What follows belongs to an exercise in optimizing a design on an open flow for small area, a short achievable clock period and few clock cycles per item; a production flow would make more cautious choices. Where RTL was checked, it was by simulation tests only, not by an equivalence proof against the original.

## run C
Design fc_layer_top, start of the top module:
module fc_layer_top #(
   parameter int n_inputs = fc_layer_pkg::N_INPUTS,
   parameter int n_lanes  = fc_layer_pkg::N_LANES,
   parameter int data_w   = fc_layer_pkg::DATA_W,
   parameter bit relu_en  = 1'b1
) (
   input  logic                clk,
   input  logic                reset,
   input  logic                input_valid,
   output logic                input_ready,
   input  fc_layer_pkg::data_t input_data,
   output logic                output_valid,
   input  logic                output_ready,
   output fc_layer_pkg::data_t output_data
);
Size: about 38 I/O pins.
Settings: LEC_CHECK=0, ABC_AREA=1, CAP_MARGIN=20, CORE_MARGIN=2, CORE_UTILIZATION=55, PLACE_DENSITY=0.7, SLEW_MARGIN=20; clock period 12.0 ns.
standard.sh (not shown) runs the stock make flow with config.mk's settings and CLKGATE_MAP_FILE= SYNTH_SCRIPT=/design/flow/synth_recipe.tcl, a recipe that flattens the netlist after the stock synthesis.
==> flow/flow/run.sh <==
#!/bin/bash
set -euo pipefail
export SETUP_SLACK_MARGIN=8.6
bash standard.sh > standard_flow.log 2>&1
Testbench counts of run C, summed over its fixed seeds: cycles 3,160, items 192.
--- input diff run C..run B ---
==> flow/flow/run.sh <==
#!/bin/bash
set -euo pipefail
export SETUP_SLACK_MARGIN=8
bash standard.sh > standard_flow.log 2>&1
--- outcome ---
Share of the cycle needed by the critical path after routing up 2.2 points in run B wrt run C
Run B vs run C: design area down by a little under 10%
Reported for run B and run C, maximum number of pins on one net before global-route repair turned out identical to the last digit.
Compared to run C, the routing of run B uses less wire.
STATUS clock skew: run B wins against run C

---

Setup of run 1:
Starting RTL as in the previous note.
Settings: LEC_CHECK=0, ABC_CLOCK_PERIOD_IN_PS=4000, CAP_MARGIN=20, CORE_MARGIN=2, CORE_UTILIZATION=40, PLACE_DENSITY=0.6, SLEW_MARGIN=20; clock period 12.0 ns.
==> flow/flow/run.sh <==
#!/bin/bash
set -euo pipefail
export SETUP_SLACK_MARGIN=8
bash standard.sh > standard_flow.log 2>&1
Testbench counts of run 1, summed over its fixed seeds: cycles 3,160, items 192.
Relative to run 1, the following input files were edited for run 2:
--- a/flow/config.mk
+++ b/flow/config.mk
@@ -7,7 +7,7 @@
 export LEC_CHECK = 0
-export ABC_CLOCK_PERIOD_IN_PS = 4000
 export CAP_MARGIN = 20
 export CORE_MARGIN = 2
-export CORE_UTILIZATION = 40
-export PLACE_DENSITY = 0.6
+export CORE_UTILIZATION = 55
+export CTS_BUF_LIST = sky130_fd_sc_hd__clkbuf_8
+export PLACE_DENSITY = 0.7
 export SLEW_MARGIN = 20
Findings:
Of the two values seen for destination of the critical timing path, bvv[67] was produced by run 2 and bu[83] by run 1. Of run 2 and run 1, the run reporting the lower worst setup slack was run 2. Multi-input combinational gate total essentially unchanged between run 2 and run 1. Taking run 1 over run 2, the filler cell count ratio works out to 1.5. Sort run 2 and run 1 by non-clock buffer count, descending, and run 1 comes first. Row first-pass GRT wire length: run 2 lower / run 1 higher. In run 2, the achievable frequency came out 0.47% below the value in run 1. Run 1 -> run 2: number of global-route vias before repair flat. Run 2: area overhead of the layout relative to synthesis lower than run 1.
> inputs changed (run 2 -> run 3)
==> flow/flow/run.sh <==
#!/bin/bash
set -euo pipefail
export SETUP_SLACK_MARGIN=8.3
bash standard.sh > standard_flow.log 2>&1
--- a/flow/config.mk
+++ b/flow/config.mk
@@ -7,2 +7,3 @@
 export LEC_CHECK = 0
+export ABC_AREA = 1
 export CAP_MARGIN = 20
@@ -10,3 +11,4 @@
 export CORE_UTILIZATION = 55
-export CTS_BUF_LIST = sky130_fd_sc_hd__clkbuf_8
+export CTS_CLUSTER_DIAMETER = 100
+export CTS_CLUSTER_SIZE = 30
 export PLACE_DENSITY = 0.7
Wire length, run 2 and run 3: lower on run 3. Run 3 against run 2; count of unique library cells instantiated by Yosys is down by more than a quarter. The worst hold margin of run 3 falls short of that of run 2 by 0.0038 ns. The H-tree depth in run 3 was lower than what run 2 gave. Looking at sequential share of layout area across run 2 and run 3, the one that comes out lower is run 2. Relative to run 2, violation count after the first detailed-routing iteration has gone down in run 3.

---

Another version of the RTL of fc_layer_top (not shown whole).
Size: ~6800 cells after synthesis, ~710 flip-flops, roughly 38 I/O pins, roughly 63000 µm² of cells after synthesis.
make LEC_CHECK=0 ABC_CLOCK_PERIOD_IN_PS=5000 CAP_MARGIN=20 CORE_MARGIN=2 CORE_UTILIZATION=40 PLACE_DENSITY=0.6 SETUP_SLACK_MARGIN=5 SLEW_MARGIN=20 finish   # period 12.0 ns
run.sh (not shown) runs the stock make flow with config.mk's settings and CLKGATE_MAP_FILE= SYNTH_SCRIPT=/design/flow/synth_recipe.tcl, a recipe that flattens the netlist after the stock synthesis.
Stock flow here: none of the scripts above is used.
The first run finished clean.
Rerun with:
==> flow/flow/run.sh (new file) <==
#!/bin/bash
set -euo pipefail
export SETUP_SLACK_MARGIN=8
bash standard.sh > standard_flow.log 2>&1
==> flow/standard.sh (new file) <==
#!/bin/bash
# synth_recipe.tcl (not shown) runs the flow's synth.tcl, then flattens the netlist and writes it again
# the make line also repeats each setting of config.mk as NAME=value (left out here)
make -C /OpenROAD-flow-scripts/flow DESIGN_CONFIG=/design/flow/config.mk WORK_HOME=/design/flow/orfs CLKGATE_MAP_FILE= SYNTH_SCRIPT=/design/flow/synth_recipe.tcl "${@:-finish}"
- ABC_CLOCK_PERIOD_IN_PS: 5000 -> 4000
- SETUP_SLACK_MARGIN: 5 -> default
removed: flow/run.sh
What happened: Wire length goes up by about 2%. Die area stays the same. Sequential share of layout area goes down by 1.1 points. Final cell count goes up by about 2%. Fmax goes up by 32%. Worst setup slack gains 1.2 ns.
Function was not checked in any run of this note: the RTL went through the layout flow alone.

---

fc_layer_top, a different RTL version from the one above (not shown whole).
Size in the first run: ~6500 cells after synthesis, ~340 flip-flops, about 38 I/O pins.
Design fc_layer_top, start of the top module:
module fc_layer_top #(
   parameter int n_inputs = fc_layer_pkg::N_INPUTS,
   parameter int n_lanes  = fc_layer_pkg::N_LANES,
   parameter int data_w   = fc_layer_pkg::DATA_W,
   parameter bit relu_en  = 1'b1
) (
   input  logic                clk,
   input  logic                reset,
   input  logic                input_valid,
   output logic                input_ready,
   input  fc_layer_pkg::data_t input_data,
   output logic                output_valid,
   input  logic                output_ready,
   output fc_layer_pkg::data_t output_data
);
   logic [7:0][15:0] xs;         
   logic [7:0]       slot_par;   
   logic [7:0]       free;       
   logic [7:0]       rd15;       
   logic [7:0]       writable;
   logic [2:0]       wcnt;       
   logic             wpar;       
   logic             h_valid;    
   logic [15:0]      h_data;
   logic             wr_go;
   logic [15:0]      wr_data;
   logic [3:0]       l_inj;      
   logic             p_inj;      
   logic             fire_inj;
   logic [7:1]       bv;
   logic [7:1][3:0]  btag;
   logic [7:1]       bpar;
   logic [7:1][15:0] bs;
   logic [7:1]       wt;         
   logic [7:1]       blk;        
   logic [7:1]       fire;
   logic             out_stall;
   logic [7:0][15:0] s_new;      
   assign input_ready = ~h_valid;
   assign out_stall   = output_valid & ~output_ready;
   always_comb begin
      for (int j = 1; j < 8; j++) wt[j] = bv[j] & (bpar[j] ^ slot_par[j]);
      blk[7] = out_stall;
      for (int j = 6; j >= 1; j--) blk[j] = blk[j+1] | wt[j+1];
      for (int j = 1; j < 8; j++) fire[j] = bv[j] & ~wt[j] & ~blk[j];
      fire_inj = ~(slot_par[0] ^ p_inj) & ~(blk[1] | wt[1]);
      rd15[0] = fire_inj & (l_inj == 4'd15);
      for (int k = 1; k < 8; k++) rd15[k] = fire[k] & (btag[k] == 4'd15);
      writable = free | rd15;
      wr_data = h_valid ? h_data : input_data;
      wr_go   = (h_valid | input_valid) & writable[wcnt];
   end
   fc_mac_lane #(.pos(0)) u_mac0 (.x(xs[0]), .l(l_inj), .s(16'd0), .s_out(s_new[0]));
   for (genvar j = 1; j < 8; j++) begin : g_mac
  ...
clock: 12.0 ns
lec_check: 0
abc_clock_period_in_ps: 5000
cap_margin: 20
core_margin: 2
core_utilization: 40
place_density: 0.6
setup_slack_margin: 5
slew_margin: 20
Stock flow here: none of the scripts above is used.
Edit:
ABC_CLOCK_PERIOD_IN_PS = default   (was 5000)
SETUP_SLACK_MARGIN = default   (was 5)
Effect: Non-clock buffer count shrinks by 156; via count shrinks by 2.8%; worst setup slack is worse by 2100 ps; final cell count drops by 2.1%.
No run of this note included a check of the RTL's function; only the layout flow was run.

---

Another version of the RTL of fc_layer_top (not shown whole).
For scale: roughly 430 flip-flops, about 38 I/O pins, roughly 55000 µm² of cells after synthesis.
clock: 12.0 ns
lec_check: 0
abc_clock_period_in_ps: 5000
cap_margin: 20
core_margin: 2
core_utilization: 40
place_density: 0.6
setup_slack_margin: 5
slew_margin: 20
standard.sh (not shown) runs the stock make flow with config.mk's settings and CLKGATE_MAP_FILE= SYNTH_SCRIPT=/design/flow/synth_recipe.tcl, a recipe that flattens the netlist after the stock synthesis.
==> flow/flow/run.sh <==
#!/bin/bash
set -euo pipefail
export SETUP_SLACK_MARGIN=7.5
bash standard.sh > standard_flow.log 2>&1
Next try:
Settings changed: SETUP_SLACK_MARGIN 5 to not set.
Effect: The changed run passed the timing, DRC and antenna checks; worst setup slack improved by 0.80 ns; via count rose by a little under a tenth; final area rose by about a fifth; synthesized area is unchanged; clock-buffer cell count rose by 14.
Next try:
==> flow/run.sh (new file) <==
#!/bin/bash
# synth_recipe.tcl (not shown) runs the flow's synth.tcl, then flattens the netlist and writes it again
# the make line also repeats each setting of config.mk as NAME=value (left out here)
make -C /OpenROAD-flow-scripts/flow DESIGN_CONFIG=/design/flow/config.mk WORK_HOME=/design/flow/orfs CLKGATE_MAP_FILE= SYNTH_SCRIPT=/design/flow/synth_recipe.tcl finish
Settings changed: SETUP_SLACK_MARGIN set to 5.
removed: flow/flow/run.sh
removed: flow/standard.sh
The new run passed the timing, DRC and antenna checks.
Setup slack degrades by 0.80 ns.
Routed wire length fell by 9.9%.
Synthesized cell count stays the same.
No run of this note included a check of the RTL's function; only the layout flow was run.

afterwards: timing with drivers on the ports:
Ports are ideal in the flow. The routed layouts listed here were re-timed in OpenROAD. Step 1 assumes that a clkbuf_16 drives the clock port and a buf_2 every other input. Step 2, shift: input delay + t, output delay - t, t = (earliest + latest rising clock arrival at the registers) / 2. This alone moves slack from input paths to output paths. Three values: ideal, step 1, step 2; two values: the first two.
| run | t (ns) | slack for setup (ns) | worst setup path after step 2 |
|---|---|---|---|
| run C | 0.724 | 8.318 / 8.245 / 7.882 | input to register |
| run B | 0.716 | 8.056 / 8.000 / 7.390 | input to register |
| run 1 | 0.750 | 8.099 / 8.097 / 7.705 | input to register |
| run 2 | 0.861 | 8.081 / 8.017 / 7.449 | input to register |
| run 3 | 0.684 | 8.317 / 8.243 / 7.800 | input to register |
| the first run of note 3 | 0.760 | 6.857 / 6.857 / 6.718 | input to register |
| the second run of note 3 | 0.769 | 8.096 / 8.018 / 7.510 | input to register |
| the first run of note 4 | 0.702 | 5.148 / 5.148 / 4.824 | input to register |
| the second run of note 4 | 0.678 | 3.093 / 3.093 / 3.093 | register to register |
| the first run of note 5 | 0.710 | 5.355 / 5.355 / 4.759 | input to register |
| the second run of note 5 | 0.714 | 6.154 / 6.154 / 6.154 | register to register |
| the third run of note 5 | 0.710 | 5.355 / 5.355 / 4.759 | input to register |
After both steps every run listed still meets setup and hold. The setup slack of run B, which loses most, moves by -0.056 ns with the drivers and by -0.666 ns with both steps.
